Source: an optimization exercise on an open RTL-to-GDS flow (aim: small area). Production flows keep margins and buffers that such runs may drop. RTL that was checked went through simulation tests only; none was proved equivalent to the original. For run 6, only the layout was checked, not whether the RTL still works. No activity file was given, so power comes from the tool's default toggle rates.

File: flow/flow/run.sh
#!/bin/bash
# Layout flow: the standard ORFS flow (standard.sh), with these changes in
# how the layout is built:
#  - port buffers are the smallest buffer (buf_1) instead of the default pick;
#  - CTS uses clkbuf_8 with sink clusters of up to 15 and inserts no dummy loads.
# Each tool's full output goes to a log file in this folder.
set -e
export BUFFER_PORTS_ARGS="-buffer_cell sky130_fd_sc_hd__buf_1"
export CTS_ARGS="-sink_clustering_enable -repair_clock_nets -dont_use_dummy_load -buf_list {sky130_fd_sc_hd__clkbuf_8} -sink_clustering_size 15 -sink_clustering_max_diameter 60"
bash standard.sh > standard_flow.log 2>&1
File: flow/standard.sh
#!/bin/bash
# synth_recipe.tcl (not shown) runs the flow's synth.tcl, then flattens the netlist and writes it again
# the make line also repeats each setting of config.mk as NAME=value (left out here)
make -C /OpenROAD-flow-scripts/flow DESIGN_CONFIG=/design/flow/config.mk WORK_HOME=/design/flow/orfs CLKGATE_MAP_FILE= SYNTH_SCRIPT=/design/flow/synth_recipe.tcl "${@:-finish}"
File: flow/config.mk
export PLATFORM = sky130hd
export DESIGN_NAME = wb_regfile
export DESIGN_NICKNAME = wb_regfile
export VERILOG_FILES = /design/flow/design.v
export SDC_FILE = /design/flow/constraint.sdc
export NUM_CORES = 4
export LEC_CHECK = 0
export CAP_MARGIN = 20
export CORE_MARGIN = 2
export CORE_UTILIZATION = 65
export SLEW_MARGIN = 20
export SYNTH_HIERARCHICAL = 1
File: flow/constraint.sdc
create_clock -name core_clock -period 8.0 [get_ports {clk}]
set_input_delay 1.6000 -clock core_clock [delete_from_list [all_inputs] [get_ports {clk}]]
set_output_delay 1.6000 -clock core_clock [all_outputs]
set_load 0.01 [all_outputs]
File: flow/design.v
module wb_regfile (
   input  logic        clk,
   input  logic        reset,
   input  logic [31:0] Read_data_in,
   input  logic [31:0] result_in,
   input  logic [31:0] link_in,
   input  logic [4:0]  RtorRd_in,
   input  logic [1:0]  MemtoReg_in,
   input  logic        RegWr_in,
   input  logic        MemRead_in,
   input  logic [4:0]  rs_addr,
   input  logic [4:0]  rt_addr,
   output logic [31:0] rs_data,
   output logic [31:0] rt_data,
   output logic [31:0] wb_data_o,
   output logic [4:0]  wb_addr_o,
   output logic        wb_en_o,
   output logic [31:0] wb_cnt,
   output logic [31:0] load_cnt
);
   logic [31:0] wb_cnt_r;
   logic [31:0] load_cnt_r;
   logic        cnt_en_s;
   logic        cnt_ld_s;
   wb_regfile_core u_core (
      .clk          (clk),
      .reset        (reset),
      .Read_data_in (Read_data_in),
      .result_in    (result_in),
      .link_in      (link_in),
      .RtorRd_in    (RtorRd_in),
      .MemtoReg_in  (MemtoReg_in),
      .RegWr_in     (RegWr_in),
      .rs_addr      (rs_addr),
      .rt_addr      (rt_addr),
      .rs_data      (rs_data),
      .rt_data      (rt_data),
      .wb_data_o    (wb_data_o),
      .wb_addr_o    (wb_addr_o),
      .wb_en_o      (wb_en_o)
   );
   assign cnt_en_s = reset && RegWr_in && (RtorRd_in != 5'd0);
   assign cnt_ld_s = cnt_en_s && MemRead_in && (MemtoReg_in == 2'b01);
   always_ff @(posedge clk or negedge reset) begin
      if (!reset) begin
         wb_cnt_r   <= 32'd0;
         load_cnt_r <= 32'd0;
      end else begin
         if (cnt_en_s) begin
            wb_cnt_r <= wb_cnt_r + 32'd1;
         end
         if (cnt_ld_s) begin
            load_cnt_r <= load_cnt_r + 32'd1;
         end
      end
   end
   assign wb_cnt   = wb_cnt_r;
   assign load_cnt = load_cnt_r;
endmodule

package pipeline_pkg;
   localparam int XLEN   = 32;
   localparam int REG_AW = 5;
   typedef enum logic [1:0] {
      MTR_ALU  = 2'b00,
      MTR_MEM  = 2'b01,
      MTR_LINK = 2'b10,
      MTR_RSVD = 2'b11
   } mtr_sel_e;
   function automatic logic is_load_wb(input logic mem_read, input logic [1:0] mtr);
      is_load_wb = mem_read && (mtr == MTR_MEM);
   endfunction
endpackage
module rf_inv (
   input  logic a,
   output logic y
);
   assign y = ~a;
endmodule
module wb_mux
#(
   parameter int XLEN = pipeline_pkg::XLEN
) (
   input  logic [1:0]      MemtoReg_in,
   input  logic [XLEN-1:0] Read_data_in,
   input  logic [XLEN-1:0] result_in,
   input  logic [XLEN-1:0] link_in,
   output logic [XLEN-1:0] wb_data
);
   logic sel_mem_s;
   logic sel_link_s;
   logic sel_alu_s;
   assign sel_mem_s  = (MemtoReg_in == pipeline_pkg::MTR_MEM);
   assign sel_link_s = (MemtoReg_in == pipeline_pkg::MTR_LINK);
   assign sel_alu_s  = (MemtoReg_in == pipeline_pkg::MTR_ALU) ||
                       (MemtoReg_in == pipeline_pkg::MTR_RSVD);
   for (genvar b = 0; b < XLEN; b++) begin : g_bit
      logic sel_n;
      rf_aoi222 u_aoi (
         .a1 (sel_mem_s),  .a2 (Read_data_in[b]),
         .b1 (sel_link_s), .b2 (link_in[b]),
         .c1 (sel_alu_s),  .c2 (result_in[b]),
         .y  (sel_n)
      );
      rf_inv u_inv (.a (sel_n), .y (wb_data[b]));
   end
endmodule
module rf_aoi222 (
   input  logic a1, a2, b1, b2, c1, c2,
   output logic y
);
   assign y = ~((a1 & a2) | (b1 & b2) | (c1 & c2));
endmodule
module rf_nand2 (
   input  logic a, b,
   output logic y
);
   assign y = ~(a & b);
endmodule
module rf_nand3 (
   input  logic a, b, c,
   output logic y
);
   assign y = ~(a & b & c);
endmodule
module rf_nand4 (
   input  logic a, b, c, d,
   output logic y
);
   assign y = ~(a & b & c & d);
endmodule
module rf_or3 (
   input  logic a, b, c,
   output logic y
);
   assign y = a | b | c;
endmodule
module rf_rdbit (
   input  logic [31:1] sel,
   input  logic [31:1] d,
   output logic        y
);
   logic [10:0] p_n;
   logic [2:0]  q;
   for (genvar g = 0; g < 10; g++) begin : g_aoi
      rf_aoi222 u_aoi (
         .a1 (sel[3*g+1]), .a2 (d[3*g+1]),
         .b1 (sel[3*g+2]), .b2 (d[3*g+2]),
         .c1 (sel[3*g+3]), .c2 (d[3*g+3]),
         .y  (p_n[g])
      );
   end
   rf_nand2 u_n31 (.a (sel[31]), .b (d[31]), .y (p_n[10]));
   rf_nand4 u_q0 (.a (p_n[0]), .b (p_n[1]), .c (p_n[2]),  .d (p_n[3]), .y (q[0]));
   rf_nand4 u_q1 (.a (p_n[4]), .b (p_n[5]), .c (p_n[6]),  .d (p_n[7]), .y (q[1]));
   rf_nand3 u_q2 (.a (p_n[8]), .b (p_n[9]), .c (p_n[10]),              .y (q[2]));
   rf_or3   u_y  (.a (q[0]),   .b (q[1]),   .c (q[2]),                 .y (y));
endmodule
module wb_regfile_core
#(
   parameter int XLEN = pipeline_pkg::XLEN,
   parameter int NREG = 32
) (
   input  logic              clk,
   input  logic              reset,
   input  logic [XLEN-1:0]   Read_data_in,
   input  logic [XLEN-1:0]   result_in,
   input  logic [XLEN-1:0]   link_in,
   input  logic [pipeline_pkg::REG_AW-1:0] RtorRd_in,
   input  logic [1:0]        MemtoReg_in,
   input  logic              RegWr_in,
   input  logic [pipeline_pkg::REG_AW-1:0] rs_addr,
   input  logic [pipeline_pkg::REG_AW-1:0] rt_addr,
   output logic [XLEN-1:0]   rs_data,
   output logic [XLEN-1:0]   rt_data,
   output logic [XLEN-1:0]   wb_data_o,
   output logic [pipeline_pkg::REG_AW-1:0] wb_addr_o,
   output logic              wb_en_o
);
   localparam logic [pipeline_pkg::REG_AW-1:0] ZERO_ADDR = {pipeline_pkg::REG_AW{1'b0}};
   logic [XLEN-1:0] regs_r [1:31];
   logic [31:1]     valid_r;
   logic [XLEN-1:0] wb_data_s;
   logic            wb_en_s;
   logic [31:1]     wr_sel_s;
   logic [31:1]     rs_sel_s;
   logic [31:1]     rt_sel_s;
   logic [31:1]     bit_s [XLEN];
   wb_mux #(
      .XLEN (XLEN)
   ) u_wb_mux (
      .MemtoReg_in  (MemtoReg_in),
      .Read_data_in (Read_data_in),
      .result_in    (result_in),
      .link_in      (link_in),
      .wb_data      (wb_data_s)
   );
   assign wb_en_s = reset && RegWr_in && (RtorRd_in != ZERO_ADDR);
   always_comb begin
      for (int i = 1; i < 32; i++) begin
         wr_sel_s[i] = RegWr_in && (RtorRd_in == 5'(i));
         rs_sel_s[i] = valid_r[i] && (rs_addr == 5'(i));
         rt_sel_s[i] = valid_r[i] && (rt_addr == 5'(i));
      end
   end
   always_ff @(posedge clk or negedge reset) begin
      if (!reset) begin
         valid_r <= '0;
      end else begin
         valid_r <= valid_r | wr_sel_s;
      end
   end
   always_ff @(posedge clk) begin
      for (int i = 1; i < 32; i++) begin
         if (wr_sel_s[i]) begin
            regs_r[i] <= wb_data_s;
         end
      end
   end
   for (genvar b = 0; b < XLEN; b++) begin : g_bit
      for (genvar i = 1; i < 32; i++) begin : g_col
         assign bit_s[b][i] = regs_r[i][b];
      end
      rf_rdbit u_rs (.sel (rs_sel_s), .d (bit_s[b]), .y (rs_data[b]));
      rf_rdbit u_rt (.sel (rt_sel_s), .d (bit_s[b]), .y (rt_data[b]));
   end
   assign wb_data_o = wb_data_s;
   assign wb_addr_o = RtorRd_in;
   assign wb_en_o   = wb_en_s;
endmodule
==> summary.md, run 1 <==
| Metric | Value |
|---|---|
| Final WL | `155.0 mm` |
| Cell with the most instances after synthesis | `edfxtp_1` |
| Clock latency (worst-skew pair) | `700 ps` |
| Max-slew headroom | `19.81%` |
| VDD IR max | `0.1752 mV` |
| Syn_area_per_cell | `17.22 um^2` |
| Yosys cell types | `45` |
| Clock sink count | `1087` |
| Post-synth top area share | `68.50%` |
| TritonCTS clock tree | `yes` |
| Number of vias per cell | `8.656` |
| Post-layout min period | `6191 ps` |
| Period utilisation layout | `77.39%` |
| GR Overflow Total | `0` |
| RSZ-0062 raised after global routing | `no` |
| Vias in the first global route | `32434` |
| Drt first pass iters | `14` |
| Yosys Warn Count | `12` |
| Avg WL per Cell | `40.22 um` |
| Final antenna-violating net count | `0` |
| DR iter-0 viols | `9434` |
| Number of max-cap violations | `0` |
| Post-place setup slack | `2080 ps` |
| Worst Setup EP | `rt_data[6]` |
| GP Congestion | `0.9641` |
| IO Pins | `283` |
| Setup WS post-layout | `1809 ps` |
| Worst slew pin tran | `1195 ps` |
| P&R area growth vs syn | `10.19%` |
| CTS clock-pin slew for the worst setup and hold paths | `90 ps` |
| Leakage | `15.26 nW` |
| Chip Height | `262.7 um` |
| RR Startpoint | `wb_cnt_r[5]` |
| Cts repair resizes | `0` |
| Ys flop type | `edfxtp_1` |
| Initial core utilization | `65.91%` |
| Status | `no timing/DRC/antenna violations` |
| Skew final | `22.47 ps` |
| Postcts setup bufs | `0` |
| CTS Buffer Depth | `3` |
| Asr flop ratio synth | `8.740%` |
| CP Launch Type | `input port` |
| Yosys reg bits | `1087` |
| # rows | `94` |
| Port Buf Inserts | `282` |
| Power per Cell Area | `210.7 nW/um^2` |
| Largest net degree at the start of global routing | `52` |
| Post-synth EDFFs | `992` |
| Max-slew violations | `0` |
| Root Driver | `clkbuf_8` |
| Level count of the clock H-tree | `3` |
| WP data required | `6400 ps` |
| Mapped Nets | `2646` |
| HPWL after detailed placement | `90.17 mm` |
| Top post-synthesis cells by area | `edfxtp_1 (68%), a222oi_1 (15%), dfrtp_1 (5.5%)` |
| Initial antenna violation count | `8` |
| Placed Instance Area | `46680 um^2` |
| DRC | `0` |
| Capture point of the worst reg-to-reg path | `wb_cnt_r[24]` |
| Crit path arrival time | `4590 ps` |
| Syn Std Cell Area | `43490 um^2` |
| Overall global routing resource usage | `43.93%` |
| Uppermost layer routed | `met5` |
| Number of setup violations in the final report | `0` |
| Final hold vios | `0` |
| CTS Hold Bufs | `0` |
| Routed wl met3 | `25.45 mm` |
| Crit-path max FO | `18` |
| Min Hold Slack | `482.3 ps` |
| Die area | `68990 um^2` |
| Global-route wire length before repair | `218.6 mm` |
| Final Cell Area | `47920 um^2` |
| Layout cells sized above 1 | `8.646%` |
| Final TNS setup | `0 ps` |
| Seq/Total Area, Yosys | `73.96%` |
| Min-delay worst type | `reg -> reg` |
| DR vias | `33360` |
| Nets@finish | `3107` |
| Post-Synthesis Cells | `2525` |
| R2R setup slack | `5940 ps` |
| Total CTS buffers | `83` |
| Met2 Routed Length | `68.99 mm` |
| Top cells by count, synth | `edfxtp_1 (992), a222oi_1 (672), nand4_1 (142)` |
| Maximum clock rate | `161.5 MHz` |
| Core area | `65980 um^2` |
| Crit end category | `output pin` |
| Crit path launch | `rt_addr[4]` |
| Crit Path Category | `in -> out` |
| Most area-hungry cell type in the Yosys netlist | `edfxtp_1` |
| M1 WL | `48.43 mm` |
| Number of cells on the worst reg-to-reg path | `4` |
| Die width | `262.7 um` |
## how the worst min path moves through the flow
stage                            startpoint           endpoint  slack, ps  cells past startpoint
after floorplan           u_core.valid_r[1]  u_core.valid_r[1]        450                      1
after global placement         wb_cnt_r[31]       wb_cnt_r[31]        460                      1
after detailed placement     load_cnt_r[31]     load_cnt_r[31]        460                      1
after CTS                    load_cnt_r[31]     load_cnt_r[31]        490                      1
after global routing      u_core.valid_r[8]  u_core.valid_r[8]        490                      1
final                        load_cnt_r[31]     load_cnt_r[31]        480                      1
## kinds of logic after synthesis
group	Yosys count	share of synthesized area, %
xor gates and xnor gates	62	1.249
and+or+nand+nor	589	7.642
adders and majority gates	4	0.1151
AOI/OAI and AO/OA	710	16.24
muxes	1	0.03452
DFF	1087	73.96
buffers and inverters	72	0.7595
## modules after synthesis, one instance, submodules excluded, a selection
module / flops+latches / cells inside / times used
wb_regfile_core: 1023 / 1215 / 1
wb_regfile: 64 / 282 / 1
rf_aoi222: 0 / 1 / 672
rf_nand4: 0 / 1 / 128
rf_or3: 0 / 1 / 64
rf_nand3: 0 / 1 / 64
rf_inv: 0 / 1 / 32
rf_nand2: 0 / 1 / 64
## state kept, by name, indices dropped and copies added (netlist names)
register / count
wb_cnt_r: 32
load_cnt_r: 32
u_core.regs_r: 992
u_core.valid_r: 31
## placed cells by master, fill, tap and decap left out, drive strengths merged, types with 2 or more instances in the layout
cell	n
nand2b	4
or2	2
a222oi	672
nand3	85
nor2b	6
nand4bb	3
xor2	40
nand2	89
nor4	18
inv	41
dfrtp	95
and2	13
nor2	41
diode	6
clkinv	3
nor3b	11
o21bai	31
and4	9
o2111ai	2
ha	4
or3	64
and3b	6
buf	403
nand4b	4
edfxtp	992
and3	65
clkbuf	84
xnor2	22
nor3	24
nand4	143
## per-stage QoR
step | std cells | utilization (%) | power, mW
floorplan | 2525 | - | 7.058
global placement | 3757 | 70.58 | 7.520
detailed placement | 3761 | 70.74 | 7.554
CTS | 3844 | 72.47 | 10.02
global route | 3849 | 72.61 | 10.32
finish | 3854 | 72.63 | 10.09
## where the power goes
group          leakage [nW]  total (mW)  switching [mW]  internal (mW)
Sequential             9.78        6.51          0.0903           6.42
Clock                 0.597        2.61            1.68          0.931
Combinational          4.88       0.978           0.708          0.269
## routing by layer
layer / vias up / global-route usage [%]
li1: 12815 / -
met1: 16155 / 55.92
met2: 3680 / 66.58
met3: 702 / 12.74
met4: 8 / 28.86
met5: - / 0
## worst max-delay path: stages
cell,delay [ps]
buf_1,220
nor3b_1,540
and3_1,970
buf_4,480
a222oi_1,140
nand4_1,260
or3_1,200
buf_1,170
## area by class of cell
class / count / area [um^2]
Antenna cell: 6 / 15.01
Clock buffer: 83 / 1142
Multi-Input combinational cell: 1366 / 11250
Timing Repair Buffer: 404 / 2106
Inverter: 44 / 165.2
Tap cell: 864 / 1081
Sequential cell: 1087 / 32170
Fill cell: 4176 / 18060
==> run 2, diff against run 1 <==
--- a/flow/config.mk
+++ b/flow/config.mk
@@ -7,6 +7,6 @@
 export LEC_CHECK = 0
 export CAP_MARGIN = 20
 export CORE_MARGIN = 2
-export CORE_UTILIZATION = 65
+export CORE_UTILIZATION = 60
 export SLEW_MARGIN = 20
 export SYNTH_HIERARCHICAL = 1
==> summary.md, run 2 <==
| Metric | Value |
|---|---|
| Status | `no timing/DRC/antenna violations` |
| Post-synth EDFFs | `992 (unchanged)` |
| Max-slew violations | `0 (unchanged)` |
| Cts repair resizes | `0 (unchanged)` |
| # rows | `98 (+4.3%)` |
| Min-delay worst type | `reg -> reg` |
| Mapped Nets | `2646 (unchanged)` |
| Vias in the first global route | `31791 (-2.0%)` |
| CP Launch Type | `input port` |
| Commonest non-fill, non-tap cell in the layout | `edfxtp_1` |
| Overall global routing resource usage | `39.58% (-4.3 points)` |
| Port Buf Inserts | `282 (unchanged)` |
| Yosys reg bits | `1087 (unchanged)` |
| Max reg flops | `992 (unchanged)` |
| DRC | `0 (unchanged)` |
| Root Driver | `clkbuf_8` |
| Initial core utilization | `60.73% (-5.2 points)` |
| Die area | `74650 um^2 (+8.2%)` |
| HPWL after detailed placement | `86.94 mm (-3.6%)` |
| Number of vias per cell | `8.315 (-3.9%)` |
| Max-slew headroom | `19.72% (-0.091 points)` |
| Final WL | `151.1 mm (-2.5%)` |
| Power per Cell Area | `210.8 nW/um^2 (about the same)` |
| Crit path buf inv count | `3 (unchanged)` |
| CTS Buffer Depth | `3 (unchanged)` |
| CTS Hold Bufs | `0 (unchanged)` |
| Crit-path cells | `buf_1, nor3b_1, and3_1, buf_4, a222oi_1, nand4_1, or3_1, buf_1` |
| IO Pins | `283 (unchanged)` |
| Avg WL per Cell | `38.56 um (-4.1%)` |
| Final hold vios | `0 (unchanged)` |
| Crit end category | `output pin` |
| Final Cell Area | `47830 um^2 (-0.20%)` |
| Ys flop type | `edfxtp_1` |
| Final TNS setup | `0 ps (unchanged)` |
| Most area-hungry cell type in the Yosys netlist | `edfxtp_1` |
| Cell occurring most often along the worst timing path | `buf_1` |
| Period utilisation layout | `78.16% (+0.76 points)` |
| FILL cells | `5048 (+21%)` |
| Yosys cell types | `45 (unchanged)` |
| TritonCTS clock tree | `yes` |
| Final antenna-violating net count | `0 (unchanged)` |
| Top cells by count, synth | `edfxtp_1 (992), a222oi_1 (672), nand4_1 (142)` |
| Post-synth top area share | `68.50% (unchanged)` |
| GP Congestion | `0.9487 (-1.6%)` |
| CTS clock-pin slew for the worst setup and hold paths | `80 ps (about the same)` |
| Largest Register | `u_core.regs_r` |
| GR Overflow Total | `0 (unchanged)` |
| Drt first pass iters | `13 (-1)` |
| Crit Path Category | `in -> out` |
| Worst slew pin tran | `1204 ps (+8.752 ps)` |
| Maximum clock rate | `159.9 MHz (-0.98%)` |
| Chip Height | `273.2 um (+4.0%)` |
| Level count of the clock H-tree | `3 (unchanged)` |
| Post-Synthesis Cells | `2525 (unchanged)` |
| Syn Std Cell Area | `43490 um^2 (unchanged)` |
| Number of setup violations in the final report | `0 (unchanged)` |
| Layout cells sized above 1 | `8.659% (+0.013 points)` |
| Number of max-cap violations | `0 (unchanged)` |
| Crit path arrival time | `4650 ps (+60 ps)` |
| Yosys Warn Count | `12 (unchanged)` |
| Initial antenna violation count | `1 (-7)` |
| Syn_area_per_cell | `17.22 um^2 (unchanged)` |
| Post-place setup slack | `1939 ps (-140.7 ps)` |
| Skew final | `34.77 ps (+12.31 ps)` |
| Crit-path max FO | `21 (+3)` |
| WP data required | `6400 ps (about the same)` |
| Seq/Total Area, Yosys | `73.96% (unchanged)` |
| Crit-path slowest cell | `and3_1` |
| DR vias | `32595 (-2.3%)` |
| Post-layout min period | `6252 ps (+61.01 ps)` |
| Most frequent cells in the layout | `edfxtp_1 (992), a222oi_1 (672), buf_1 (281)` |
| Leakage | `15.15 nW (-0.70%)` |
| Largest regs | `u_core.regs_r: 992 flops, load_cnt_r: 32 flops, wb_cnt_r: 32 flops` |
| DR iter-0 viols | `8808 (-6.6%)` |
| Asr flop ratio synth | `8.740% (unchanged)` |
| Global-route wire length before repair | `212.9 mm (-2.6%)` |
| Clock latency (worst-skew pair) | `700 ps (about the same)` |
| Postcts setup bufs | `0 (unchanged)` |
| Placed Instance Area | `46630 um^2 (about the same)` |
| Top post-synthesis cells by area | `edfxtp_1 (68%), a222oi_1 (15%), dfrtp_1 (5.5%)` |
| VDD IR max | `0.1499 mV (-14%)` |
| P&R area growth vs syn | `9.975%` |
| Nets@finish | `3091 (-0.51%)` |
| CP max stage delay | `730 ps (-240 ps)` |
| Largest net degree at the start of global routing | `59 (+13%)` |
| Crit path max-delay family | `simple AND/OR/NAND/NOR gates` |
| Clock sink count | `1087 (unchanged)` |
| Setup WS post-layout | `1748 ps (-61.01 ps)` |
| Die width | `273.2 um (+4.0%)` |
| RSZ-0062 raised after global routing | `no` |
| Total CTS buffers | `83 (unchanged)` |
| Core area | `71610 um^2 (+8.5%)` |
| Post-layout util | `66.79% (-5.8 points)` |
| Cell with the most instances after synthesis | `edfxtp_1` |
==> run 2: cell counts after synthesis <==
Identical to the previous run, type by type.
==> run 2: final cells by class <==
| type | count | area, um^2 | area share [%] |
|---|---|---|---|
| sequential | 1087 | 32170 | 67.26 |
| inverter | 44 | 165.2 | 0.3453 |
| multi-input combinational | 1366 | 11270 | 23.56 |
| tap | 950 | 1189 | 2.485 |
| timing repair buffer | 388 | 1893 | 3.958 |
| antenna | 2 | 5.005 | 0.01046 |
| clock buffer | 83 | 1142 | 2.389 |
==> run 2: logic make-up after synthesis <==
group | after synthesis | synth area share, %
buf+inv | 72 | 0.7595
mux | 1 | 0.03452
fa+ha+maj | 4 | 0.1151
simple gates | 589 | 7.642
compound gates | 710 | 16.24
flops | 1087 | 73.96
xor+xnor | 62 | 1.249
==> run 2: per-module statistics from Yosys (local to each module, per instance), a selection <==
module	times used	flops+latches	cells
wb_regfile	1	64	282
wb_regfile_core	1	1023	1215
rf_nand2	64	0	1
rf_inv	32	0	1
rf_or3	64	0	1
rf_nand3	64	0	1
rf_nand4	128	0	1
rf_aoi222	672	0	1
==> run 2: per-stage QoR <==
| step | instances | hold WS (ps) | power [mW] |
|---|---|---|---|
| finish | 3920 | 482.8 | 10.08 |
| global route | 3919 | 495.5 | 10.33 |
| CTS | 3916 | 486.8 | 10.05 |
| detailed placement | 3833 | 464.7 | 7.545 |
| global placement | 3832 | 455.1 | 7.515 |
| floorplan | 2525 | 448.4 | 7.058 |
==> run 2: per-layer routing <==
metal / vias to the layer above / global-route usage, % / part of all wire [%]
li1: 12779 / - / -
met1: 16077 / 53.03 / 33
met2: 3249 / 59.27 / 45
met3: 490 / 10.23 / 16
met4: 0 / 23.01 / 6.4
met5: - / 0 / 0
==> run 2: worst paths after layout <==
| check | startpoint | end | slack [ps] | cells past startpoint |
|---|---|---|---|---|
| max | rs_addr[1] | rs_data[14] | 1750 | 8 |
| min | wb_cnt_r[31] | wb_cnt_r[31] | 480 | 1 |
| max reg2reg | wb_cnt_r[5] | wb_cnt_r[30] | 5960 | 4 |
| min reg2reg | wb_cnt_r[31] | wb_cnt_r[31] | 480 | 1 |
| max in group asynchronous | reset | wb_cnt_r[29] | 5930 | 2 |
| min in group asynchronous | reset | u_core.valid_r[5] | 880 | 1 |
==> run 2: power breakdown <==
group          switching, mW  internal [mW]
combinational          0.691          0.263
sequential            0.0883           6.42
clock                   1.69          0.931
==> run 3, diff against run 2 <==
--- a/flow/config.mk
+++ b/flow/config.mk
@@ -5,8 +5,9 @@
 export SDC_FILE = /design/flow/constraint.sdc
 export NUM_CORES = 4
 export LEC_CHECK = 0
-export CAP_MARGIN = 20
+export CAP_MARGIN = 10
 export CORE_MARGIN = 2
 export CORE_UTILIZATION = 60
-export SLEW_MARGIN = 20
+export GPL_TIMING_DRIVEN = 0
+export SLEW_MARGIN = 10
 export SYNTH_HIERARCHICAL = 1
==> summary.md, run 3 <==
| Metric | Value |
|---|---|
| VDD IR max | `0.1838 mV (+23%)` |
| Number of cells on the worst reg-to-reg path | `5 (+1)` |
| Level count of the clock H-tree | `3 (unchanged)` |
| Crit path max-delay family | `simple AND/OR/NAND/NOR gates` |
| Top cells by count, synth | `edfxtp_1 (992), a222oi_1 (672), nand4_1 (142)` |
| Yosys cell types | `45 (unchanged)` |
| Nets@finish | `3127 (+1.2%)` |
| RSZ-0062 raised after global routing | `no` |
| Crit-path cells | `buf_1, clkbuf_1, nor3b_1, and3_2, buf_16, a222oi_1, nand4_1, or3_1, buf_1` |
| CTS clock-pin slew for the worst setup and hold paths | `90 ps (about the same)` |
| R2R setup slack | `6050 ps (+90 ps)` |
| Final Cell Area | `49620 um^2 (+3.8%)` |
| Hold EP | `load_cnt_r[31]` |
| Clock latency (worst-skew pair) | `690 ps (about the same)` |
| Layout cells sized above 1 | `10.55% (+1.9 points)` |
| Crit path buf inv count | `4 (+1)` |
| Crit-path slowest cell | `or3_1` |
| Total CTS buffers | `84 (+1.2%)` |
| Power per Cell Area | `203.7 nW/um^2 (-3.3%)` |
| Die width | `273.2 um (unchanged)` |
| Status | `no timing/DRC/antenna violations` |
| Hold Crit Depth | `1 (unchanged)` |
| Post-synth EDFFs | `992 (unchanged)` |
| Number of setup violations in the final report | `0 (unchanged)` |
| Clock sink count | `1087 (unchanged)` |
| Chip Height | `273.2 um (unchanged)` |
| IO Pins | `283 (unchanged)` |
| Largest regs | `u_core.regs_r: 992 flops, load_cnt_r: 32 flops, wb_cnt_r: 32 flops` |
| Cts repair resizes | `0 (unchanged)` |
| CTS Hold Bufs | `0 (unchanged)` |
| CP Launch Type | `input port` |
| Post-layout min period | `6247 ps (-5.600 ps)` |
| Drt first pass iters | `10 (-3)` |
| RR Startpoint | `wb_cnt_r[0]` |
| Post-Synthesis Cells | `2525 (unchanged)` |
| Hold Path Origin | `load_cnt_r[31]` |
| Worst slew pin tran | `1286 ps (+81.77 ps)` |
| Initial antenna violation count | `2 (+1)` |
| DRC | `0 (unchanged)` |
| Max-slew headroom | `14.27% (-5.5 points)` |
| Postcts setup bufs | `0 (unchanged)` |
| Cell with the most instances after synthesis | `edfxtp_1` |
| HPWL after detailed placement | `98.88 mm (+14%)` |
| Capture point of the worst reg-to-reg path | `wb_cnt_r[30]` |
| Crit end category | `output pin` |
| Core area | `71610 um^2 (unchanged)` |
| Avg WL per Cell | `38.36 um (-0.51%)` |
| Min-delay worst type | `reg -> reg` |
| WP data required | `6400 ps (about the same)` |
| Cell occurring most often along the worst timing path | `buf_1` |
| Post-synth top area share | `68.50% (unchanged)` |
| DR vias | `32840 (+0.75%)` |
| CTS Buffer Depth | `3 (unchanged)` |
| Final hold vios | `0 (unchanged)` |
| Largest net degree at the start of global routing | `38 (-36%)` |
| Crit path arrival time | `4650 ps (about the same)` |
| Crit Path Category | `in -> out` |
| Min Hold Slack | `481.1 ps (-1.671 ps)` |
| Global-route wire length before repair | `214.1 mm (+0.55%)` |
| Syn_area_per_cell | `17.22 um^2 (unchanged)` |
| Period utilisation layout | `78.09% (about the same)` |
| Yosys Warn Count | `12 (unchanged)` |
| Post-layout util | `69.30% (+2.5 points)` |
| Yosys reg bits | `1087 (unchanged)` |
| Max reg flops | `992 (unchanged)` |
| Syn Std Cell Area | `43490 um^2 (unchanged)` |
| Die area | `74650 um^2 (unchanged)` |
| Most area-hungry cell type in the Yosys netlist | `edfxtp_1` |
| Root Driver | `clkbuf_8` |
| Seq/Total Area, Yosys | `73.96% (unchanged)` |
| Placed Instance Area | `48460 um^2 (+3.9%)` |
| Number of max-cap violations | `0 (unchanged)` |
| Leakage | `15.67 nW (+3.4%)` |
| Overall global routing resource usage | `39.91% (+0.32 points)` |
| Asr flop ratio synth | `8.740% (unchanged)` |
| Final antenna-violating net count | `0 (unchanged)` |
| Number of vias per cell | `8.299 (-0.19%)` |
| Top post-synthesis cells by area | `edfxtp_1 (68%), a222oi_1 (15%), dfrtp_1 (5.5%)` |
| GP Congestion | `0.9243 (-2.6%)` |
| CP max stage delay | `600 ps (-130 ps)` |
| Skew final | `21.94 ps (-12.84 ps)` |
| Initial core utilization | `60.73% (unchanged)` |
| Max-slew violations | `0 (unchanged)` |
| P&R area growth vs syn | `14.11%` |
| Most frequent cells in the layout | `edfxtp_1 (992), a222oi_1 (672), buf_1 (282)` |
| Final WL | `151.8 mm (+0.43%)` |
| Mapped Nets | `2646 (unchanged)` |
| Maximum clock rate | `160.1 MHz (about the same)` |
| Port Buf Inserts | `282 (unchanged)` |
| TritonCTS clock tree | `yes` |
| Commonest non-fill, non-tap cell in the layout | `edfxtp_1` |
| GR Overflow Total | `0 (unchanged)` |
| Crit-path max FO | `19 (-9.5%)` |
| Final TNS setup | `0 ps (unchanged)` |
| Largest Register | `u_core.regs_r` |
| Ys flop type | `edfxtp_1` |
| # rows | `98 (unchanged)` |
| Vias in the first global route | `32251 (+1.4%)` |
| DR iter-0 viols | `8542 (-3.0%)` |
## run 3: power breakdown
part           switching, mW  total [mW]  internal (mW)
clock network           1.69        2.64          0.942
logic                  0.689       0.964          0.275
registers             0.0885        6.51           6.42
total                   2.47        10.1           7.64
## run 3: final cells by class
class | instances | area (um^2)
Inverter | 44 | 165.2
Antenna cell | 3 | 7.507
Multi-Input combinational cell | 1366 | 11310
Buffer | 28 | 165.2
Clock buffer | 84 | 1156
Timing Repair Buffer | 395 | 3462
Tap cell | 950 | 1189
Fill cell | 4789 | 21980
Sequential cell | 1087 | 32170
## run 3: worst max path at each step
stage / startpoint / to / slack, ps / cells after the start
floorplan: rs_addr[4] / rs_data[0] / 1680 / 6
CTS: rs_addr[1] / rs_data[11] / 1880 / 9
global route: rs_addr[1] / rs_data[11] / 1770 / 9
detailed placement: rs_addr[1] / rs_data[11] / 1890 / 9
global placement: rs_addr[0] / rs_data[1] / -3190 / 8
finish: rs_addr[1] / rs_data[11] / 1750 / 9
## run 3: kinds of logic after synthesis
group                    after synthesis  synth area share, %
AND/OR/NAND/NOR                      589                7.642
flip-flops                          1087                73.96
AO/OA/AOI/OAI                        710                16.24
multiplexers                           1              0.03452
adder cells (fa/ha/maj)                4               0.1151
XOR/XNOR                              62                1.249
buffers and inverters                 72               0.7595
## run 3: modules after synthesis, one instance, submodules excluded, excerpt
| module | flip-flops and latches | area (um^2) | times used |
|---|---|---|---|
| wb_regfile_core | 1023 | 31770 | 1 |
| wb_regfile | 64 | 3082 | 1 |
| rf_aoi222 | 0 | 10.01 | 672 |
| rf_nand4 | 0 | 6.256 | 128 |
| rf_or3 | 0 | 6.256 | 64 |
| rf_nand3 | 0 | 5.005 | 64 |
| rf_inv | 0 | 3.754 | 32 |
| rf_nand2 | 0 | 3.754 | 64 |
## run 3: through the flow
stage	total power, mW	worst slack (ps)	instances
floorplan	7.058	1683	2525
global placement	7.482	-3186	3757
CTS	10.08	1878	3954
finish	10.11	1753	3957
detailed placement	7.564	1885	3870
global route	10.36	1768	3955
## run 3: routing by layer
metal	global-route usage (%)	vias to the layer above	part of all wire, %
li1	-	12864	-
met4	23.12	2	6.6
met1	53.90	16231	33
met5	0	-	0.0046
met3	9.333	517	15
met2	60.03	3226	45
==> run 4, diff against run 3 <==
--- a/flow/config.mk
+++ b/flow/config.mk
@@ -8,6 +8,6 @@
 export CAP_MARGIN = 10
 export CORE_MARGIN = 2
 export CORE_UTILIZATION = 60
-export GPL_TIMING_DRIVEN = 0
+export PLACE_DENSITY = 0.75
 export SLEW_MARGIN = 10
 export SYNTH_HIERARCHICAL = 1
==> summary.md, run 4 <==
| Metric | Value |
|---|---|
| Status | `no timing/DRC/antenna violations` |
| Power per Cell Area | `210.2 nW/um^2 (+3.2%)` |
| Register area | `32170 um^2 (unchanged)` |
| WP data required | `6400 ps (about the same)` |
| Ys flop type | `edfxtp_1` |
| Cts repair resizes | `0 (unchanged)` |
| Post-layout util | `66.86% (-2.4 points)` |
| Syn Std Cell Area | `43490 um^2 (unchanged)` |
| Comb pwr share | `9.5% (about the same)` |
| HPWL after detailed placement | `85.56 mm (-13%)` |
| Initial core utilization | `60.73% (unchanged)` |
| Crit end category | `output pin` |
| Post-synthesis mux area share | `0.03453% (unchanged)` |
| DR vias | `32854 (+0.043%)` |
| Global-route wire length before repair | `207.6 mm (-3.0%)` |
| Total CTS buffers | `84 (unchanged)` |
| Cell with the most instances after synthesis | `edfxtp_1` |
| Mapped Nets | `2646 (unchanged)` |
| GP Congestion | `0.9744 (+5.4%)` |
| Maximum clock rate | `152.1 MHz (-5.0%)` |
| Post-synthesis xor/xnor area fraction | `1.249% (unchanged)` |
| Die area | `74650 um^2 (unchanged)` |
| P_sw | `2.448 mW (-0.92%)` |
| Number of max-cap violations | `0 (unchanged)` |
| Most area-hungry cell type in the Yosys netlist | `edfxtp_1` |
| Post-synth EDFFs | `992 (unchanged)` |
| Nets@finish | `3104 (-0.74%)` |
| Syn_area_per_cell | `17.22 um^2 (unchanged)` |
| Layout cells sized above 1 | `8.454% (-2.1 points)` |
| Asr flop ratio synth | `8.740% (unchanged)` |
| VDD IR max | `0.1456 mV (-21%)` |
| TritonCTS clock tree | `yes` |
| Drt first pass iters | `14 (+4)` |
| Crit-path cells | `buf_1, nor3b_1, and3_1, buf_4, a222oi_1, nand4_1, or3_1, buf_1` |
| Crit Path Category | `in -> out` |
| Cell occurring most often along the worst timing path | `buf_1` |
| CTS Hold Bufs | `0 (unchanged)` |
| Final TNS setup | `0 ps (unchanged)` |
| Largest net degree at the start of global routing | `52 (+37%)` |
| Crit-path slowest cell | `and3_1` |
| Min-delay worst type | `reg -> reg` |
| Chip Height | `273.2 um (unchanged)` |
| IO Pins | `283 (unchanged)` |
| Crit-path max FO | `17 (-2)` |
| Clock sink count | `1087 (unchanged)` |
| Post-Synthesis Cells | `2525 (unchanged)` |
| Multi-input gate area | `11250 um^2 (-0.60%)` |
| Final hold vios | `0 (unchanged)` |
| RSZ-0062 raised after global routing | `no` |
| Final WL | `147.4 mm (-2.9%)` |
| Vias in the first global route | `31621 (-2.0%)` |
| Clock power frac | `25.9% (-0.2 points)` |
| Number of vias per cell | `8.349 (+0.60%)` |
| Crit path max-delay family | `simple AND/OR/NAND/NOR gates` |
| DR iter-0 viols | `10142 (+19%)` |
| Post-synth top area share | `68.50% (unchanged)` |
| Yosys cell types | `45 (unchanged)` |
| CTS Buffer Depth | `3 (unchanged)` |
| Seq/Total Area, Yosys | `73.96% (unchanged)` |
| Number of setup violations in the final report | `0 (unchanged)` |
| Root Driver | `clkbuf_8` |
| Reg power frac | `64.7% (+0.3 points)` |
| Overall global routing resource usage | `38.34% (-1.6 points)` |
| Largest regs | `u_core.regs_r: 992 flops, load_cnt_r: 32 flops, wb_cnt_r: 32 flops` |
| Largest Register | `u_core.regs_r` |
| Crit path arrival time | `4970 ps (+320 ps)` |
| Die width | `273.2 um (unchanged)` |
| Period utilisation layout | `82.16% (+4.1 points)` |
| CP Launch Type | `input port` |
| Most frequent cells in the layout | `edfxtp_1 (992), a222oi_1 (672), buf_1 (281)` |
| Top post-synthesis cells by area | `edfxtp_1 (68%), a222oi_1 (15%), dfrtp_1 (5.5%)` |
| Worst slew pin tran | `1398 ps (+112.1 ps)` |
| Internal power | `7.616 mW (-0.30%)` |
| Compound-cell area share of the yosys netlist | `16.24% (unchanged)` |
| Post-Synth Adder-Cell Area | `0.1151% (unchanged)` |
| Commonest non-fill, non-tap cell in the layout | `edfxtp_1` |
| FILL cells | `4905 (+2.4%)` |
| Yosys reg bits | `1087 (unchanged)` |
| Skew final | `29.49 ps (+7.553 ps)` |
| CP max stage delay | `1090 ps (+490 ps)` |
| Leakage | `15.22 nW (-2.8%)` |
| Port Buf Inserts | `282 (unchanged)` |
| # rows | `98 (unchanged)` |
| Post-layout min period | `6573 ps (+326.1 ps)` |
| Worst path depth | `8 (-1)` |
| Max-slew headroom | `6.798% (-7.5 points)` |
| Hold Crit Depth | `1 (unchanged)` |
| Final antenna-violating net count | `0 (unchanged)` |
| Yosys Warn Count | `12 (unchanged)` |
| Max reg flops | `992 (unchanged)` |
| Switch share | `24.32% (-0.11 points)` |
| Avg WL per Cell | `37.46 um (-2.3%)` |
| Core area | `71610 um^2 (unchanged)` |
| Postcts setup bufs | `0 (unchanged)` |
| Number of cells on the worst reg-to-reg path | `4 (-1)` |
| Initial antenna violation count | `3 (+1)` |
| Level count of the clock H-tree | `3 (unchanged)` |
| Synth Area in Simple Gates | `7.642% (unchanged)` |
| Top cells by count, synth | `edfxtp_1 (992), a222oi_1 (672), nand4_1 (142)` |
| Clock latency (worst-skew pair) | `740 ps (+50 ps)` |
| Max-slew violations | `0 (unchanged)` |
| GR Overflow Total | `0 (unchanged)` |
| Main combinational cell family by area after synthesis | `compound AO/OA/AOI/OAI gates` |
| DRC | `0 (unchanged)` |
| P&R area growth vs syn | `10.10%` |
| Crit path buf inv count | `3 (-1)` |
| CTS clock-pin slew for the worst setup and hold paths | `90 ps (about the same)` |
-- run 4: worst paths after layout --
check | start | end | slack, ps
max in group asynchronous | reset | u_core.valid_r[31] | 5930
max reg2reg | wb_cnt_r[5] | wb_cnt_r[30] | 5880
max | rs_addr[0] | rs_data[14] | 1430
min in group asynchronous | reset | wb_cnt_r[19] | 920
min reg2reg | wb_cnt_r[31] | wb_cnt_r[31] | 470
min | wb_cnt_r[31] | wb_cnt_r[31] | 470
-- run 4: power groups by stage --
| stage | clock network (mW) | logic, mW | registers [mW] |
|---|---|---|---|
| 6_report | 2.60 | 0.951 | 6.51 |
| 2_1_floorplan | 0 | 0.445 | 6.61 |
| 5_1_grt | 2.80 | 0.976 | 6.52 |
| 3_3_place_gp | 0 | 0.879 | 6.62 |
| 4_1_cts | 2.60 | 0.907 | 6.50 |
| 3_5_place_dp | 0 | 0.905 | 6.63 |
-- run 4: metal layers --
metal / vias to the layer above / wire length [um] / global-route usage, %
li1: 12798 / - / -
met2: 3716 / 65250 / 57.12
met3: 614 / 25970 / 11.26
met1: 15724 / 46260 / 51.25
met4: 2 / 9908 / 21.00
met5: - / 13 / 0
-- run 4: stage by stage --
step	total power [mW]	instance area (um^2)	hold WS, ps	instances	setup WS (ps)
after floorplan	7.058	43490	448.4	2525	1683
after global placement	7.501	46710	453.8	3847	1858
after detailed placement	7.538	46710	456.8	3847	1800
after CTS	10.01	47860	469.7	3931	1789
after global routing	10.30	47870	500.5	3933	1437
final	10.06	47880	471.5	3935	1427
-- run 4: final cells by class --
type | count | area share (%)
clock buffer | 84 | 2.415
timing repair buffer | 400 | 4.069
multi-input combinational | 1366 | 23.49
sequential | 1087 | 67.18
tap | 950 | 2.483
inverter | 44 | 0.3449
antenna | 4 | 0.02091
-- run 4: kinds of logic (layout without fill, tap and decap cells) --
kind of cell | after synthesis | in the layout
flops | 1087 | 1087
compound gates | 710 | 710
simple gates | 589 | 589
buf+inv | 72 | 528
xor+xnor | 62 | 62
fa+ha+maj | 4 | 4
mux | 1 | 1
other cells | 0 | 4
-- run 4: modules after synthesis, one instance, submodules excluded, a selection --
| module | flops+latches | area (um^2) |
|---|---|---|
| rf_nand4 | 0 | 6.256 |
| rf_nand3 | 0 | 5.005 |
| rf_nand2 | 0 | 3.754 |
| wb_regfile_core | 1023 | 31770 |
| rf_inv | 0 | 3.754 |
| rf_aoi222 | 0 | 10.01 |
| rf_or3 | 0 | 6.256 |
==> run 5, diff against run 4 <==
==> flow/flow/run.sh (replaced) <==
#!/bin/bash
# Layout flow: the standard ORFS flow (standard.sh), with these changes in
# how the layout is built:
#  - port buffers are the smallest buffer (buf_1) instead of the default pick;
#  - CTS uses clkbuf_8 with sink clusters of up to 17 and inserts no dummy loads.
# Each tool's full output goes to a log file in this folder.
set -e
export BUFFER_PORTS_ARGS="-buffer_cell sky130_fd_sc_hd__buf_1"
export CTS_ARGS="-sink_clustering_enable -repair_clock_nets -dont_use_dummy_load -buf_list {sky130_fd_sc_hd__clkbuf_8} -sink_clustering_size 17 -sink_clustering_max_diameter 60"
bash standard.sh > standard_flow.log 2>&1
--- a/flow/config.mk
+++ b/flow/config.mk
@@ -8,6 +8,5 @@
 export CAP_MARGIN = 10
 export CORE_MARGIN = 2
 export CORE_UTILIZATION = 60
-export PLACE_DENSITY = 0.75
 export SLEW_MARGIN = 10
 export SYNTH_HIERARCHICAL = 1
==> summary.md, run 5 <==
| Metric | Value |
|---|---|
| Status | `no timing/DRC/antenna violations` |
| CTS Hold Bufs | `0 (unchanged)` |
| Cts repair resizes | `0 (unchanged)` |
| P_sw | `2.460 mW (+0.47%)` |
| Crit-path max FO | `21 (+4)` |
| Level count of the clock H-tree | `3 (unchanged)` |
| Number of setup violations in the final report | `0 (unchanged)` |
| Crit path buf inv count | `3 (unchanged)` |
| Crit end category | `output pin` |
| Nets@finish | `3082 (-0.71%)` |
| Final antenna-violating net count | `0 (unchanged)` |
| CTS clock-pin slew for the worst setup and hold paths | `100 ps (about the same)` |
| Commonest non-fill, non-tap cell in the layout | `edfxtp_1` |
| Placed Instance Area | `46620 um^2 (-0.19%)` |
| Leakage | `15.08 nW (-0.91%)` |
| Min-delay worst type | `reg -> reg` |
| Largest Register | `u_core.regs_r` |
| Number of max-cap violations | `0 (unchanged)` |
| Chip Height | `273.2 um (unchanged)` |
| Crit-path slowest cell | `and3_1` |
| Max-slew violations | `0 (unchanged)` |
| Post-place setup slack | `1924 ps (+123.7 ps)` |
| Most area-hungry cell type in the Yosys netlist | `edfxtp_1` |
| Reg power frac | `65.0% (+0.3 points)` |
| CTS Buffer Depth | `3 (unchanged)` |
| Comb pwr share | `9.5% (about the same)` |
| Post-layout min period | `6266 ps (-306.5 ps)` |
| Yosys Warn Count | `12 (unchanged)` |
| Post-synth top area share | `68.50% (unchanged)` |
| Overall global routing resource usage | `39.57% (+1.2 points)` |
| Clock sink count | `1087 (unchanged)` |
| Initial antenna violation count | `3 (unchanged)` |
| # rows | `98 (unchanged)` |
| Initial core utilization | `60.73% (unchanged)` |
| Layout cells sized above 1 | `8.314% (-0.14 points)` |
| Die area | `74650 um^2 (unchanged)` |
| Switch share | `24.59% (+0.27 points)` |
| Min Hold Slack | `479.9 ps (+8.386 ps)` |
| Syn_area_per_cell | `17.22 um^2 (unchanged)` |
| Core area | `71610 um^2 (unchanged)` |
| Crit Path Category | `in -> out` |
| Vias in the first global route | `31590 (-0.098%)` |
| WP data required | `6400 ps (about the same)` |
| DR vias | `32623 (-0.70%)` |
| Max-slew headroom | `16.58% (+9.8 points)` |
| Crit path arrival time | `4670 ps (-300 ps)` |
| Die width | `273.2 um (unchanged)` |
| Maximum clock rate | `159.6 MHz (+4.9%)` |
| Mapped Nets | `2646 (unchanged)` |
| Drt first pass iters | `13 (-1)` |
| GP Congestion | `0.9487 (-2.6%)` |
| Root Driver | `clkbuf_8` |
| Top post-synthesis cells by area | `edfxtp_1 (68%), a222oi_1 (15%), dfrtp_1 (5.5%)` |
| Hold Crit Depth | `1 (unchanged)` |
| Pwr Total | `10.00 mW (-0.62%)` |
| Largest regs | `u_core.regs_r: 992 flops, load_cnt_r: 32 flops, wb_cnt_r: 32 flops` |
| Most frequent cells in the layout | `edfxtp_1 (992), a222oi_1 (672), buf_1 (281)` |
| Total CTS buffers | `77 (-8.3%)` |
| Global-route wire length before repair | `212.7 mm (+2.5%)` |
| Seq/Total Area, Yosys | `73.96% (unchanged)` |
| Ys flop type | `edfxtp_1` |
| Largest net degree at the start of global routing | `59 (+13%)` |
| Port Buf Inserts | `282 (unchanged)` |
| Asr flop ratio synth | `8.740% (unchanged)` |
| Crit path max-delay family | `simple AND/OR/NAND/NOR gates` |
| CP max stage delay | `760 ps (-330 ps)` |
| Final Cell Area | `47700 um^2 (-0.38%)` |
| Worst slew pin tran | `1251 ps (-146.8 ps)` |
| Number of vias per cell | `8.329 (-0.25%)` |
| Cell with the most instances after synthesis | `edfxtp_1` |
| Worst path depth | `8 (unchanged)` |
| DRC | `0 (unchanged)` |
| Yosys reg bits | `1087 (unchanged)` |
| TritonCTS clock tree | `yes` |
| Clock power frac | `25.5% (-0.4 points)` |
| Postcts setup bufs | `0 (unchanged)` |
| Final WL | `151.4 mm (+2.7%)` |
| Hold Path Origin | `wb_cnt_r[31]` |
| Setup WS post-layout | `1734 ps (+306.5 ps)` |
| Post-synth EDFFs | `992 (unchanged)` |
| Clock latency (worst-skew pair) | `710 ps (-30 ps)` |
| Internal power | `7.543 mW (-0.97%)` |
| CP Launch Type | `input port` |
| P&R area growth vs syn | `9.681%` |
| Max reg flops | `992 (unchanged)` |
| IO Pins | `283 (unchanged)` |
| Hold EP | `wb_cnt_r[31]` |
| R2R setup slack | `5980 ps (+100 ps)` |
| Post-Synthesis Cells | `2525 (unchanged)` |
| HPWL after detailed placement | `86.82 mm (+1.5%)` |
| Top cells by count, synth | `edfxtp_1 (992), a222oi_1 (672), nand4_1 (142)` |
| Skew final | `40.38 ps (+10.89 ps)` |
| DR iter-0 viols | `8658 (-15%)` |
| Final hold vios | `0 (unchanged)` |
| Syn Std Cell Area | `43490 um^2 (unchanged)` |
| Number of cells on the worst reg-to-reg path | `4 (unchanged)` |
| Capture point of the worst reg-to-reg path | `wb_cnt_r[30]` |
| RR Startpoint | `wb_cnt_r[5]` |
| Cell occurring most often along the worst timing path | `buf_1` |
| Period utilisation layout | `78.33% (-3.8 points)` |
| GR Overflow Total | `0 (unchanged)` |
| Power per Cell Area | `209.7 nW/um^2 (-0.24%)` |
| RSZ-0062 raised after global routing | `no` |
| Yosys cell types | `45 (unchanged)` |
| VDD IR max | `0.1625 mV (+12%)` |
| Avg WL per Cell | `38.65 um (+3.2%)` |
| Crit-path cells | `buf_1, nor3b_1, and3_1, buf_4, a222oi_1, nand4_1, or3_1, buf_1` |
| Final TNS setup | `0 ps (unchanged)` |
-- run 5: cell counts after synthesis --
Identical to the previous run, type by type.
-- run 5: worst register-to-register path, stage by stage, from the launching register on --
cell,delay (ps)
dfrtp_1,480
and4_1,300
o2111ai_2,490
nor4_1,500
xor2_1,190
-- run 5: kinds of logic after synthesis --
logic type      Yosys count  synth area share, %
compound gates          710                16.24
xor+xnor                 62                1.249
fa+ha+maj                 4               0.1151
buf+inv                  72               0.7595
flops                  1087                73.96
mux                       1              0.03452
simple gates            589                7.642
-- run 5: routing by layer --
metal	share of wire, %	up-vias	global-route usage [%]	routed length (um)
met1	34	16084	53.07	50730
met2	44	3235	59.51	67360
met5	0.0046	-	0.3851	7
met4	6.8	2	22.65	10370
li1	-	12757	-	-
met3	15	545	9.982	22930
-- run 5: layout make-up --
cell class / instances / area [um^2]
Clock buffer: 77 / 1060
Fill cell: 5023 / 23910
Inverter: 44 / 165.2
Sequential cell: 1087 / 32170
Multi-Input combinational cell: 1366 / 11260
Tap cell: 950 / 1189
Antenna cell: 8 / 20.02
Timing Repair Buffer: 385 / 1836
-- run 5: stage by stage --
step                utilization (%)  instances
finish                        66.61       3917
global route                  66.59       3911
CTS                           66.58       3909
detailed placement            65.10       3832
global placement              65.10       3832
floorplan                         -       2525
-- run 5: worst max path at each step --
stage                           from          end
after global placement    rs_addr[1]  rs_data[14]
after detailed placement  rs_addr[1]  rs_data[14]
after global routing      rs_addr[1]  rs_data[14]
final                     rs_addr[1]  rs_data[14]
after CTS                 rs_addr[1]  rs_data[14]
after floorplan           rs_addr[4]   rs_data[0]
-- run 5: power by group through the flow --
stage	registers (mW)	clock network [mW]	logic, mW
after global placement	6.62	0	0.894
after global routing	6.52	2.73	0.979
after CTS	6.50	2.54	0.916
after floorplan	6.61	0	0.445
after detailed placement	6.63	0	0.914
final	6.51	2.55	0.948
-- run 5: Yosys stat by module (local to each module, per instance), a selection --
| module | cell area [um^2] | flops+latches |
|---|---|---|
| wb_regfile_core | 31770 | 1023 |
| wb_regfile | 3082 | 64 |
| rf_aoi222 | 10.01 | 0 |
| rf_nand4 | 6.256 | 0 |
| rf_or3 | 6.256 | 0 |
| rf_nand3 | 5.005 | 0 |
| rf_inv | 3.754 | 0 |
| rf_nand2 | 3.754 | 0 |
==> run 6, diff against run 5 <==
--- a/flow/design.v
+++ b/flow/design.v
@@ -129,6 +129,18 @@
 );
    assign y = ~(a & b & c & d);
 endmodule
+module rf_and3 (
+   input  logic a, b, c,
+   output logic y
+);
+   assign y = a & b & c;
+endmodule
+module rf_nor2 (
+   input  logic a, b,
+   output logic y
+);
+   assign y = ~(a | b);
+endmodule
 module rf_or3 (
    input  logic a, b, c,
    output logic y
@@ -182,9 +194,16 @@
    logic [31:1]     valid_r;
    logic [XLEN-1:0] wb_data_s;
    logic            wb_en_s;
-   logic [31:1]     wr_sel_s;
-   logic [31:1]     rs_sel_s;
-   logic [31:1]     rt_sel_s;
+   logic [3:0]      wr_lo_n;
+   logic [7:0]      wr_hi_n;
+   logic [3:0]      rs_lo;
+   logic [7:0]      rs_hi;
+   logic [3:0]      rt_lo;
+   logic [7:0]      rt_hi;
+   logic [31:1]     wr_set_s;
+   logic [31:1]     wr_sel_s [2];
+   logic [31:1]     rs_sel_s [2];
+   logic [31:1]     rt_sel_s [2];
    logic [31:1]     bit_s [XLEN];
    wb_mux #(
       .XLEN (XLEN)
@@ -197,23 +216,41 @@
    );
    assign wb_en_s = reset && RegWr_in && (RtorRd_in != ZERO_ADDR);
    always_comb begin
+      for (int k = 0; k < 4; k++) begin
+         wr_lo_n[k] = !(RegWr_in && (RtorRd_in[1:0] == 2'(k)));
+         rs_lo[k]   = (rs_addr[1:0] == 2'(k));
+         rt_lo[k]   = (rt_addr[1:0] == 2'(k));
+      end
+      for (int j = 0; j < 8; j++) begin
+         wr_hi_n[j] = !(RtorRd_in[4:2] == 3'(j));
+         rs_hi[j]   = (rs_addr[4:2] == 3'(j));
+         rt_hi[j]   = (rt_addr[4:2] == 3'(j));
+      end
       for (int i = 1; i < 32; i++) begin
-         wr_sel_s[i] = RegWr_in && (RtorRd_in == 5'(i));
-         rs_sel_s[i] = valid_r[i] && (rs_addr == 5'(i));
-         rt_sel_s[i] = valid_r[i] && (rt_addr == 5'(i));
+         wr_set_s[i] = !wr_lo_n[i % 4] && !wr_hi_n[i / 4];
+      end
+   end
+   for (genvar h = 0; h < 2; h++) begin : g_half
+      for (genvar i = 1; i < 32; i++) begin : g_reg
+         rf_nor2 u_wr (.a (wr_lo_n[i % 4]), .b (wr_hi_n[i / 4]), .y (wr_sel_s[h][i]));
+         rf_and3 u_rs (.a (valid_r[i]), .b (rs_lo[i % 4]), .c (rs_hi[i / 4]), .y (rs_sel_s[h][i]));
+         rf_and3 u_rt (.a (valid_r[i]), .b (rt_lo[i % 4]), .c (rt_hi[i / 4]), .y (rt_sel_s[h][i]));
       end
    end
    always_ff @(posedge clk or negedge reset) begin
       if (!reset) begin
          valid_r <= '0;
       end else begin
-         valid_r <= valid_r | wr_sel_s;
+         valid_r <= valid_r | wr_set_s;
       end
    end
    always_ff @(posedge clk) begin
       for (int i = 1; i < 32; i++) begin
-         if (wr_sel_s[i]) begin
-            regs_r[i] <= wb_data_s;
+         if (wr_sel_s[0][i]) begin
+            regs_r[i][XLEN/2-1:0] <= wb_data_s[XLEN/2-1:0];
+         end
+         if (wr_sel_s[1][i]) begin
+            regs_r[i][XLEN-1:XLEN/2] <= wb_data_s[XLEN-1:XLEN/2];
          end
       end
    end
@@ -221,8 +258,8 @@
       for (genvar i = 1; i < 32; i++) begin : g_col
          assign bit_s[b][i] = regs_r[i][b];
       end
-      rf_rdbit u_rs (.sel (rs_sel_s), .d (bit_s[b]), .y (rs_data[b]));
-      rf_rdbit u_rt (.sel (rt_sel_s), .d (bit_s[b]), .y (rt_data[b]));
+      rf_rdbit u_rs (.sel (rs_sel_s[b / (XLEN/2)]), .d (bit_s[b]), .y (rs_data[b]));
+      rf_rdbit u_rt (.sel (rt_sel_s[b / (XLEN/2)]), .d (bit_s[b]), .y (rt_data[b]));
    end
    assign wb_data_o = wb_data_s;
    assign wb_addr_o = RtorRd_in;
==> summary.md, run 6 <==
| Metric | Value |
|---|---|
| DRC | `0 (unchanged)` |
| TritonCTS clock tree | `yes` |
| CTS clock-pin slew for the worst setup and hold paths | `60 ps (-40 ps)` |
| Crit path buf inv count | `2 (-1)` |
| RSZ-0062 raised after global routing | `no` |
| Largest regs | `u_core.regs_r: 992 flops, load_cnt_r: 32 flops, wb_cnt_r: 32 flops` |
| Commonest non-fill, non-tap cell in the layout | `edfxtp_1` |
| Maximum clock rate | `154.3 MHz (-3.3%)` |
| Mapped Nets | `2694 (+1.8%)` |
| Crit Path Category | `in -> out` |
| Avg WL per Cell | `38.18 um (-1.2%)` |
| GR Overflow Total | `0 (unchanged)` |
| Asr flop ratio synth | `8.740% (unchanged)` |
| Die area | `74930 um^2 (+0.37%)` |
| Skew final | `40.61 ps (+0.2348 ps)` |
| Number of vias per cell | `8.349 (+0.25%)` |
| Yosys cell types | `36 (-20%)` |
| Clock latency (worst-skew pair) | `740 ps (+30 ps)` |
| Crit path arrival time | `4880 ps (+210 ps)` |
| Largest Register | `u_core.regs_r` |
| IO Pins | `283 (unchanged)` |
| Post-synth top area share | `68.24% (-0.26 points)` |
| CP max stage delay | `1060 ps (+300 ps)` |
| # rows | `98 (unchanged)` |
| Max-slew headroom | `9.069% (-7.5 points)` |
| Seq/Total Area, Yosys | `73.69% (-0.28 points)` |
| VDD IR max | `0.1663 mV (+2.3%)` |
| Crit-path cells | `buf_1, nor2b_1, and3_1, a222oi_1, nand4_1, or3_1, buf_1` |
| HPWL after detailed placement | `91.08 mm (+4.9%)` |
| P&R area growth vs syn | `9.146%` |
| CTS Hold Bufs | `0 (unchanged)` |
| Setup WS post-layout | `1521 ps (-212.5 ps)` |
| Compound-cell area share of the yosys netlist | `15.96% (-0.27 points)` |
| Yosys reg bits | `1087 (unchanged)` |
| Min-delay worst type | `reg -> reg` |
| CP Launch Type | `input port` |
| Postcts setup bufs | `0 (unchanged)` |
| Layout cells sized above 1 | `6.134% (-2.2 points)` |
| Global-route wire length before repair | `212.4 mm (-0.17%)` |
| Chip Height | `273.7 um (+0.19%)` |
| Number of max-cap violations | `0 (unchanged)` |
| Level count of the clock H-tree | `3 (unchanged)` |
| Top cells by count, synth | `edfxtp_1 (992), a222oi_1 (672), nand4_1 (148)` |
| Power per Cell Area | `210.8 nW/um^2 (+0.53%)` |
| Final antenna-violating net count | `0 (unchanged)` |
| Period utilisation layout | `80.99% (+2.7 points)` |
| Worst slew pin tran | `1359 ps (+107.7 ps)` |
| Final hold vios | `0 (unchanged)` |
| Status | `no timing/DRC/antenna violations` |
| Most frequent cells in the layout | `edfxtp_1 (992), a222oi_1 (672), buf_1 (281)` |
| Root Driver | `clkbuf_8` |
| Leakage | `15.23 nW (+0.98%)` |
| Total CTS buffers | `80 (+3.9%)` |
| Clock sink count | `1087 (unchanged)` |
| Fin cells | `3973 (+1.4%)` |
| Main combinational cell family by area after synthesis | `compound AO/OA/AOI/OAI gates` |
| Cell occurring most often along the worst timing path | `buf_1` |
| Ys flop type | `edfxtp_1` |
| Post-place setup slack | `1652 ps (-271.1 ps)` |
| Syn_area_per_cell | `16.97 um^2 (-1.5%)` |
| Crit-path slowest cell | `nor2b_1` |
| Max-slew violations | `0 (unchanged)` |
| CTS Buffer Depth | `3 (unchanged)` |
| DP Cell Count | `3885 (+1.4%)` |
| Yosys Warn Count | `15 (+3)` |
| Post-layout min period | `6479 ps (+212.5 ps)` |
| Post-Synth Adder-Cell Area | `0.1146% (-0.00044 points)` |
| Post-layout util | `66.42% (-0.19 points)` |
| Syn Std Cell Area | `43650 um^2 (+0.38%)` |
| Die width | `273.7 um (+0.19%)` |
| Overall global routing resource usage | `39.53% (-0.041 points)` |
| Nets@finish | `3139 (+1.8%)` |
| Largest net degree at the start of global routing | `75 (+27%)` |
| Crit end category | `output pin` |
| Crit-path max FO | `16 (-24%)` |
| GP Congestion | `0.9098 (-4.1%)` |
| Number of setup violations in the final report | `0 (unchanged)` |
| Most area-hungry cell type in the Yosys netlist | `edfxtp_1` |
| Post-synth EDFFs | `992 (unchanged)` |
| Min Hold Slack | `476.1 ps (-3.751 ps)` |
| DR vias | `33171 (+1.7%)` |
| Core area | `71730 um^2 (+0.17%)` |
| Post-synthesis xor/xnor area fraction | `1.261% (+0.012 points)` |
| Initial core utilization | `60.86% (+0.13 points)` |
| Synth Area in Simple Gates | `8.384% (+0.74 points)` |
| Port Buf Inserts | `282 (unchanged)` |
| Drt first pass iters | `14 (+1)` |
| Vias in the first global route | `31372 (-0.69%)` |
| WP data required | `6400 ps (about the same)` |
| Final TNS setup | `0 ps (unchanged)` |
| Cts repair resizes | `0 (unchanged)` |
| Crit path max-delay family | `simple AND/OR/NAND/NOR gates` |
| Post-synthesis mux area share | `0.05159% (+0.017 points)` |
| Max reg flops | `992 (unchanged)` |
| Cell with the most instances after synthesis | `edfxtp_1` |
| Final WL | `151.7 mm (+0.19%)` |
| Initial antenna violation count | `8 (+5)` |
| Post-Synthesis Cells | `2573 (+1.9%)` |
| Top post-synthesis cells by area | `edfxtp_1 (68%), a222oi_1 (15%), dfrtp_1 (5.4%)` |
| DR iter-0 viols | `8487 (-2.0%)` |
-- run 6: cell types whose count changed in the layout (fill, tap and decap cells not counted), sizes merged, moves of 12 or more --
cell and delta:
a21o +15, and3 +67, buf -14, nor2 +37, nor4 -12, o21bai -15
xnor2 +31, xor2 -31
-- run 6: path summary, 6_finish.rpt --
check	slack, ps	to	startpoint	cells past startpoint
min in group asynchronous	800	u_core.valid_r[20]	reset	1
setup reg to reg	5450	wb_cnt_r[21]	wb_cnt_r[5]	5
hold reg to reg	480	wb_cnt_r[31]	wb_cnt_r[31]	1
hold / removal	480	wb_cnt_r[31]	wb_cnt_r[31]	1
setup / recovery	1520	rs_data[4]	rs_addr[1]	7
max in group asynchronous	5860	wb_cnt_r[28]	reset	2
-- run 6: final cells by class --
cell class                 count  area (um^2)
sequential                  1087        32170
timing repair buffer         371         1734
antenna                        7        17.52
tap                          950         1189
inverter                      49        183.9
clock buffer                  80         1101
fill                        5066        24090
multi-input combinational   1429        11250
-- run 6: logic make-up after synthesis --
logic type / after synthesis
flops: 1087
compound gates: 704
simple gates: 657
xor+xnor: 62
buf+inv: 57
fa+ha+maj: 4
mux: 2
-- run 6: Yosys stat by module (local to each module, per instance), a selection --
module | flip-flops and latches | times used | cells inside
rf_nand4 | 0 | 128 | 1
wb_regfile | 64 | 1 | 252
rf_aoi222 | 0 | 672 | 1
rf_nand2 | 0 | 64 | 1
rf_nand3 | 0 | 64 | 1
rf_and3 | 0 | 124 | 1
rf_nor2 | 0 | 62 | 1
-- run 6: report_power, final --
part,leakage (nW),internal [mW],switching [mW]
sequential,9.79,6.42,0.113
clock,0.575,0.899,1.68
combinational,4.86,0.256,0.678
-- run 6: through the flow --
stage          instance area, um^2  power (mW)
5_1_grt                      47630       10.30
2_1_floorplan                43650       7.067
6_report                     47650       10.04
3_5_place_dp                 46510       7.549
3_3_place_gp                 46510       7.517
4_1_cts                      47610       10.01
-- run 6: layer usage --
metal  track usage (%)  wire length, um  share of wire [%]
met5                 0               50              0.033
met4             22.65             9918                6.5
met3             9.430            23740                 16
met2             58.53            67010                 44
met1             54.20            50960                 34

static timing again, ports no longer ideal:
How much do the figures lean on ideal ports? The routed layouts below were timed once more, with nothing changed but the port constraints. Step 1: set_driving_cell puts a clkbuf_16 on clk and a buf_2 on each other input, an assumption about the parent block. Step 2, shift: input delay + t, output delay - t, t = (earliest + latest rising clock arrival at the registers) / 2. This alone moves slack from input paths to output paths. a / b / c = ideal ports / drivers / drivers and shift; a / b = the first two.
| run | shift t [ns] | setup WS [ns] | hold WS [ns] | clock arrival spread, ns |
|---|---|---|---|---|
| run 1 | 0.770 | 1.809 / 1.782 / 1.782 | 0.482 / 0.482 / 0.482 | 0.051 / 0.051 |
| run 2 | 0.766 | 1.748 / 1.718 / 1.718 | 0.483 / 0.483 / 0.483 | 0.096 / 0.096 |
| run 3 | 0.756 | 1.753 / 1.715 / 1.715 | 0.481 / 0.481 / 0.481 | 0.051 / 0.051 |
| run 4 | 0.778 | 1.427 / 1.398 / 1.398 | 0.472 / 0.472 / 0.472 | 0.053 / 0.053 |
| run 5 | 0.754 | 1.734 / 1.699 / 1.699 | 0.480 / 0.480 / 0.480 | 0.076 / 0.076 |
| run 6 | 0.772 | 1.521 / 1.388 / 1.388 | 0.476 / 0.476 / 0.476 | 0.074 / 0.074 |
After both steps every run listed still meets setup and hold. For run 6, which loses most, drivers alone change the setup slack by -0.133 ns; drivers and shift together by -0.133 ns.
